Background: an optimization exercise with open tools, aiming at small area and a short achievable clock period. Do not read the settings as production practice.
Only simulation tests tie the RTL to the original design; equivalence was not proved.
No activity file was given, so power comes from the tool's default toggle rates.

--- flow/config.mk ---
export PLATFORM = sky130hd
export DESIGN_NAME = conv_output_stream
export DESIGN_NICKNAME = conv_output_stream
export VERILOG_FILES = /design/flow/design.v
export SDC_FILE = /design/flow/constraint.sdc
export NUM_CORES = 4
export LEC_CHECK = 0
export CAP_MARGIN = 20
export CORE_MARGIN = 2
export CORE_UTILIZATION = 45
export SLEW_MARGIN = 20
--- flow/constraint.sdc ---
create_clock -name core_clock -period 5.0 [get_ports {clk}]
set_input_delay 1.0000 -clock core_clock [delete_from_list [all_inputs] [get_ports {clk}]]
set_output_delay 1.0000 -clock core_clock [all_outputs]
set_load 0.01 [all_outputs]
--- flow/design.v ---
package conv_pkg;
   localparam int LANE_W = 8;
   typedef enum logic [1:0] {
      IDLE  = 2'd0,
      RUN   = 2'd1,
      DRAIN = 2'd2
   } state_e;
   function automatic logic [31:0] ceil_div(input logic [31:0] num, input logic [31:0] den);
      ceil_div = (num + den - 32'd1) / den;
   endfunction
endpackage
module conv_out_fifo #(
   parameter int WIDTH = 65,
   parameter int DEPTH = 16,
   localparam int SD   = DEPTH - 1,
   localparam int PW   = $clog2(SD),
   localparam int CW   = $clog2(DEPTH) + 1
) (
   input  logic             clk,
   input  logic             reset,
   input  logic             push_i,      
   input  logic [WIDTH-1:0] wrData_i,
   input  logic             ready_i,     
   output logic [WIDTH-1:0] rdData_o,
   output logic             valid_o,
   output logic [CW-1:0]    count_o,
   output logic [CW-1:0]    count_d_o
);
   logic [WIDTH-1:0] mem [SD];
   logic [WIDTH-1:0] head_q;
   logic [PW-1:0]    wrPtr_q, rdPtr_q;
   logic [CW-1:0]    count_q, count_d;
   logic             valid_q;
   logic             cnt0, cnt1, notFull;
   logic             pop;
   logic             headTakesIn;
   assign cnt0    = (count_q == CW'(0));
   assign cnt1    = (count_q == CW'(1));
   assign notFull = (count_q != CW'(DEPTH));
   assign pop     = ready_i && valid_q;
   assign headTakesIn = cnt0 || (cnt1 && ready_i);
   always_comb begin
      count_d = count_q;
      case ({push_i, pop})
         2'b10:   count_d = count_q + CW'(1);
         2'b01:   count_d = count_q - CW'(1);
         default: count_d = count_q;
      endcase
   end
   always_ff @(posedge clk or negedge reset) begin
      if (!reset) begin
         wrPtr_q <= '0;
         rdPtr_q <= '0;
         count_q <= '0;
         valid_q <= 1'b0;
      end else begin
         if (push_i && !headTakesIn)
            wrPtr_q <= (wrPtr_q == PW'(SD - 1)) ? '0 : wrPtr_q + PW'(1);
         if (pop && !cnt0 && !cnt1)
            rdPtr_q <= (rdPtr_q == PW'(SD - 1)) ? '0 : rdPtr_q + PW'(1);
         count_q <= count_d;
         valid_q <= (count_d != CW'(0));
      end
   end
   always_ff @(posedge clk) begin
      if (notFull) mem[wrPtr_q] <= wrData_i;
      if (headTakesIn)  head_q <= wrData_i;
      else if (ready_i) head_q <= mem[rdPtr_q];
   end
   assign rdData_o  = head_q;
   assign valid_o   = valid_q;
   assign count_o   = count_q;
   assign count_d_o = count_d;
endmodule
import conv_pkg::*;
module conv_output_stream #(
   parameter int LANES      = 8,
   parameter int DIM_W      = 16,
   parameter int FIFO_DEPTH = 16
) (
   input  logic                    clk,
   input  logic                    reset,
   input  logic                    start,
   input  logic [DIM_W-1:0]        In_Channel,
   input  logic [DIM_W-1:0]        Matrix_Col,
   input  logic [DIM_W-1:0]        Matrix_Row,
   input  logic [LANE_W*LANES-1:0] sData,
   input  logic                    sValid,
   output logic                    sReady,
   output logic [LANE_W*LANES-1:0] mData_payload,
   output logic                    mData_valid,
   input  logic                    mData_ready,
   output logic                    mData_last,
   output logic                    mData_rowEnd,
   output logic                    layer_done
);
   localparam int DATA_W = LANE_W * LANES;
   localparam int FIFO_W = DATA_W + 1;
   localparam int CNT_W  = $clog2(FIFO_DEPTH) + 1;
   localparam int LW     = $clog2(LANES);
   localparam int GRP_W  = DIM_W - LW;
   logic              run_q, drain_q;
   logic              sReady_q, last_q, layerDone_q;
   logic [GRP_W-1:0]  grpCnt_q, grpInit_q;
   logic [LW-1:0]     rem_q;
   logic [DIM_W-1:0]  colCnt_q, colInit_q;
   logic [DIM_W-1:0]  rowCnt_q;
   logic              accept;
   logic              lastGroup;
   logic              lastCol;
   logic              lastRow;
   logic              runEnd;
   logic              dimZero;
   logic              beatRowEnd;
   logic [DATA_W-1:0] beatData;
   logic [LANE_W-1:0] laneVal;
   logic              run_d, drain_d;
   logic [CNT_W-1:0]  fifoCount, fifoCount_d;
   logic [FIFO_W-1:0] fifoRdData;
   assign sReady     = sReady_q;
   assign accept     = sValid && sReady_q;
   assign lastGroup  = (rem_q == '0) ? (grpCnt_q == GRP_W'(1)) : (grpCnt_q == '0);
   assign lastCol    = (colCnt_q == DIM_W'(1));
   assign lastRow    = (rowCnt_q == DIM_W'(1));
   assign beatRowEnd = lastGroup && lastCol;
   assign runEnd     = accept && beatRowEnd && lastRow;
   assign dimZero    = (In_Channel == '0) || (Matrix_Col == '0) || (Matrix_Row == '0);
   assign layer_done = layerDone_q;
   assign mData_last = last_q;
   assign run_d   = run_q ? !runEnd : (!drain_q && start && !dimZero);
   assign drain_d = drain_q ? (fifoCount != '0) : (run_q && runEnd);
   always_ff @(posedge clk or negedge reset) begin
      if (!reset) begin
         run_q       <= 1'b0;
         drain_q     <= 1'b0;
         sReady_q    <= 1'b0;
         last_q      <= 1'b0;
         layerDone_q <= 1'b0;
         grpCnt_q    <= '0;
         grpInit_q   <= '0;
         rem_q       <= '0;
         colCnt_q    <= '0;
         colInit_q   <= '0;
         rowCnt_q    <= '0;
      end else begin
         run_q       <= run_d;
         drain_q     <= drain_d;
         sReady_q    <= run_d && (fifoCount_d != CNT_W'(FIFO_DEPTH));
         last_q      <= drain_d && (fifoCount_d == CNT_W'(1));
         layerDone_q <= (!run_q && !drain_q && start && dimZero) ||
                        (drain_q && (fifoCount == '0));
         if (!run_q && !drain_q && start && !dimZero) begin
            grpCnt_q  <= In_Channel[DIM_W-1:LW];
            grpInit_q <= In_Channel[DIM_W-1:LW];
            rem_q     <= In_Channel[LW-1:0];
            colCnt_q  <= Matrix_Col;
            colInit_q <= Matrix_Col;
            rowCnt_q  <= Matrix_Row;
         end else if (accept) begin
            if (!lastGroup) begin
               grpCnt_q <= grpCnt_q - GRP_W'(1);
            end else begin
               grpCnt_q <= grpInit_q;
               if (!lastCol) begin
                  colCnt_q <= colCnt_q - DIM_W'(1);
               end else begin
                  colCnt_q <= colInit_q;
                  rowCnt_q <= rowCnt_q - DIM_W'(1);
               end
            end
         end
      end
   end
   always_comb begin
      beatData = '0;
      laneVal  = '0;
      for (int i = 0; i < LANES; i++) begin
         laneVal = sData[i*LANE_W +: LANE_W];
         laneVal = laneVal;
         if (lastGroup && (rem_q != '0) && (rem_q <= LW'(i))) laneVal = '0;
         beatData[i*LANE_W +: LANE_W] = laneVal;
      end
   end
   conv_out_fifo #(
      .WIDTH (FIFO_W),
      .DEPTH (FIFO_DEPTH)
   ) u_fifo (
      .clk       (clk),
      .reset     (reset),
      .push_i    (accept),
      .wrData_i  ({beatRowEnd, beatData}),
      .ready_i   (mData_ready),
      .rdData_o  (fifoRdData),
      .valid_o   (mData_valid),
      .count_o   (fifoCount),
      .count_d_o (fifoCount_d)
   );
   assign {mData_rowEnd, mData_payload} = fifoRdData;
endmodule
--- flow/run.sh ---
#!/bin/bash
# synth_recipe.tcl (not shown) runs the flow's synth.tcl, then flattens the netlist and writes it again
# the make line also repeats each setting of config.mk as NAME=value (left out here)
make -C /OpenROAD-flow-scripts/flow DESIGN_CONFIG=/design/flow/config.mk WORK_HOME=/design/flow/orfs CLKGATE_MAP_FILE= SYNTH_SCRIPT=/design/flow/synth_recipe.tcl finish
==> run notes <==
* Setup repair after global routing missed its margin: false
* Cell mode on critical path: sky130_fd_sc_hd__buf_4
* Average cell area after synthesis at 18.5 um2
* Levels on crit path at 7
* Post-synthesis async set-or-reset flop share at 8.45%
* Total Die Area at 104000 um2
* Wire per inst at 25.9 um
* Final Hold Vio Count at 0
* Via count of the first global-routing pass at 24200
* Synthesized Nets at 2598
* Count of TritonRoute iterations in the first routing pass at 8
* Via/cell ratio at 5.76
* Area share of xor/xnor cells in the synthesized design at 0.307%
* Sequential-to-total area share from yosys stat at 73.7%
* Reported max-cap violation count at 0
* Clock Skews at 0.0290 ns
* Cells on worst reg2reg path at 7
* Antenna viol nets, final at 0
* Area inside the core boundary at 100000 um2
* Most common library cells after synthesis: 1040 x sky130_fd_sc_hd__edfxtp_1, 260 x sky130_fd_sc_hd__mux4_2, 231 x sky130_fd_sc_hd__nand2_1, 112 x sky130_fd_sc_hd__o21ai_0, 96 x sky130_fd_sc_hd__dfrtp_1
* Clk slew on worst S/H paths at 0.06 ns
* Tcrit/Tclk final at 75.4%
* Top-level port count at 186
* Worst path cell trace: or4_1, nor4_4, buf_4, nand3b_1, buf_4, a21oi_2, nor2_1
* Total Neg Setup Slack at 0 ns
* Area growth syn-to-layout at 16.4%
* Placed instance count at 3923
* Required time at the endpoint of the critical path at 5.30 ns
* Endpoint type of the worst setup path: flop
* Number of nets in the finished design at 2811
* Global-route wire length before repair at 158 mm
* Port-buffer cells at 185
* Mapped cell area at 45600 um2
* Share of the synthesized area in compound gates (AO/OA/AOI/OAI) at 3.42%
* Primary flip-flop cell chosen by synthesis mapping: sky130_fd_sc_hd__edfxtp_1
* Initial core utilization at 45.5%
* Peak clock frequency supported by timing at 0.265 GHz
* Post-Synth Simple-Gate Area at 5.22%
* Diodes inserted at 0
* Flop and latch count out of synthesis at 1136
* Crit path time final at 3.77 ns
* Largest net degree at the start of global routing at 122
* Clk sink count at 1136
* R2r setup slk at 1.23 ns
* Number of synthesis warnings at 2
* Category of cells accounting for the largest share of critical-path delay: simple AND/OR/NAND/NOR gates
* Share of post-route cells with drive strength above 1 at 20.4%
* Combinational family with the most area after synthesis: multiplexers
* Result of the run: finished clean
* Maximum buffer depth of the clock tree at 3
* Cell Rows at 116
* RR Endpoint: u_fifo.mem[3][32]
* Total power density per cell area at 585 nW/um2
* Final routed DRC violation total at 0
* Slew at the pin with the worst max-slew slack at 1.14 ns
* Total detailed-routing wirelength at 107 mm
* WP buf/inv at 2
* Global placer's final weighted congestion at 0.862
* Post-Synth Adder-Cell Area at 0.329%
* Post-Layout Cell Count at 4136
* Worst setup timing slack at the placement stage at 1.24 ns
* Setup slack of the critical path after layout at 1.23 ns
* All-layer global routing usage at 20.7%
* Worst Setup Path Type: reg2reg
* Horizontal extent of the die at 322 um
* CP max stage cell: sky130_fd_sc_hd__a21oi_2
* Leakage power total at 0.0176 uW
* Clock root buffer master: sky130_fd_sc_hd__clkbuf_16
* HP Class: in2async
* Yosys cell types at 67
* IR drop worst, VDD at 0.307 mV
* Aggregate global routing overflow at 0
* Dominant cell by count in the synthesized netlist: sky130_fd_sc_hd__edfxtp_1
* # fillers at 7794
* Cell types with the largest area share after synthesis: sky130_fd_sc_hd__edfxtp_1 68%, sky130_fd_sc_hd__mux4_2 13%, sky130_fd_sc_hd__dfrtp_1 5.3%
* HPWL after detailed placement at 57.9 mm
* Setup Viol. Count Final at 0
* Data arrival at the endpoint of the critical path at 4.07 ns
* Number of design-rule violations left by the first detailed-router iteration at 2472
* Startpoint kind of the worst setup timing path: flop
* Clock tree from TritonCTS: done
* Share of the synthesized area in the top cell type at 68.4%
* Total count of max-transition violations in the final report at 0
* Syn Inst Count at 2469
* FF-to-FF Start: grpCnt_q[6]
* Die Ht at 322 um
* Depth of the CTS H-tree at 3
* Number of flops mapped to enable cells by yosys at 1040
* Initial antenna violation count at 1
* Total power at 31100 uW
* Worst slew slack as a fraction of its limit at 23.8%
* Post-CTS Hold Buffers at 0
* Mux contribution to synthesized area at 15.3%
* Clock insertion delay at the later pin of the skew report at 0.69 ns
* Quantity of gates resized following cts at 0
* Total clock buffers created by CTS at 113
* Largest area contributor in the netlist: sky130_fd_sc_hd__edfxtp_1
* Crit path largest cell delay at 0.82 ns
* CP max FO at 16
* Post-CTS Setup Repair Bufs at 0
* Via Count at 23800
==> metrics by stage <==
stage / hold WS (ns) / cell area, um2 / utilization, %
2_1_floorplan: 0.437 / 45700 / -
3_3_place_gp: 0.459 / 49400 / 49.2
3_5_place_dp: 0.459 / 49400 / 49.2
4_1_cts: 0.452 / 53100 / 52.9
5_1_grt: 0.500 / 53100 / 53.0
6_report: 0.465 / 53100 / 53.0
==> report_power, final <==
part | switching (uW) | total [uW] | internal [uW]
Combinational | 4790 | 9030 | 4230
Clock | 3570 | 8490 | 4920
Sequential | 976 | 13600 | 12600
==> cell families after synthesis <==
kind of cell / Yosys count
buffers and inverters: 197
XOR/XNOR: 16
flip-flops: 1136
adder cells (fa/ha/maj): 12
AO/OA/AOI/OAI: 253
AND/OR/NAND/NOR: 485
multiplexers: 370
==> flip-flops by register name, indices dropped and copies added, names as in the netlist <==
| signal | count |
|---|---|
| colCnt_q | 16 |
| colInit_q | 16 |
| drain_q | 1 |
| grpCnt_q | 13 |
| grpInit_q | 13 |
| last_q | 1 |
| layerDone_q | 1 |
| rem_q | 3 |
| rowCnt_q | 16 |
| run_q | 1 |
| sReady_q | 1 |
| u_fifo.count_q | 5 |
| u_fifo.head_q | 65 |
| u_fifo.mem | 975 |
| u_fifo.rdPtr_q | 4 |
| u_fifo.valid_q | 1 |
| u_fifo.wrPtr_q | 4 |
==> placed cells by master (no fill, tap or decap), types with 15 or more instances in the layout <==
master,count
sky130_fd_sc_hd__edfxtp_1,1040
sky130_fd_sc_hd__mux4_2,260
sky130_fd_sc_hd__nand2_1,230
sky130_fd_sc_hd__clkdlybuf4s50_1,184
sky130_fd_sc_hd__clkbuf_16,115
sky130_fd_sc_hd__o21ai_0,112
sky130_fd_sc_hd__dfrtp_1,92
sky130_fd_sc_hd__nor2_1,80
sky130_fd_sc_hd__mux2i_1,71
sky130_fd_sc_hd__inv_1,51
sky130_fd_sc_hd__buf_4,47
sky130_fd_sc_hd__o31ai_1,41
sky130_fd_sc_hd__mux2_2,37
sky130_fd_sc_hd__clkinv_1,36
sky130_fd_sc_hd__a21oi_1,24
sky130_fd_sc_hd__and2_1,24
sky130_fd_sc_hd__nor4_1,21
sky130_fd_sc_hd__clkinv_2,21
sky130_fd_sc_hd__nand3_1,17
sky130_fd_sc_hd__nand4_1,17
sky130_fd_sc_hd__nor3_1,16
sky130_fd_sc_hd__a31oi_1,15
==> worst max-delay path by stage <==
stage                                  from            endpoint  slack [ns]
after floorplan           u_fifo.count_q[0]   u_fifo.mem[12][0]        0.55
after global placement          grpCnt_q[6]  u_fifo.mem[10][34]        1.33
after detailed placement        grpCnt_q[6]   u_fifo.mem[1][39]        1.24
after CTS                       grpCnt_q[6]   u_fifo.mem[8][34]        1.22
after global routing            grpCnt_q[6]   u_fifo.mem[8][34]        1.02
final                           grpCnt_q[6]   u_fifo.mem[3][32]        1.23
==> worst reg2reg max path, delay by kind of cell, from the launching register on <==
kind	cells	cell delay, ns
AOI/OAI and AO/OA	1	0.82
buffers and inverters	2	0.46
DFF	1	0.45
and+or+nand+nor	4	1.66
==> cell type report <==
type	count	area, um2	share of cell area, %
Sequential cell	1136	33600	63.4
Multi-Input combinational cell	1136	11400	21.5
Clock buffer	129	2930	5.52
Timing Repair Buffer	243	2440	4.60
Tap cell	1357	1700	3.20
Clock inverter	83	791	1.49
Inverter	52	195	0.368
==> routing by layer <==
layer | vias up | track usage [%] | routed length [um]
li1 | 10300 | - | -
met1 | 12600 | 29.1 | 45200
met2 | 739 | 33.9 | 53000
met3 | 153 | 3.29 | 6600
met4 | 2 | 5.52 | 2460
met5 | - | 0 | 12

[afterwards: timing with drivers on the ports]
No port has a modelled driver above. Below, the same layout with a new extraction and two added sets of constraints. Step 1, drivers: a clkbuf_16 drives clk and a buf_2 each remaining input, both assumed. Step 2 adds t to the input delays and takes it off the output delays; t is the mean of the earliest and latest rising clock arrival at the registers after step 1. Input paths then give back, and output paths get back, about the clock's delay inside the block. Slacks: ideal ports / drivers / drivers and shift; pairs: ideal ports / drivers.
t, ns: 0.746
slack for setup (ns): 1.229 / 1.229 / 1.229
worst register clock-pin slew, ns: 0.07 / 0.07
After both steps this run still meets setup and hold. For this run, drivers alone change the setup slack by 0.000 ns; drivers and shift together by 0.000 ns.
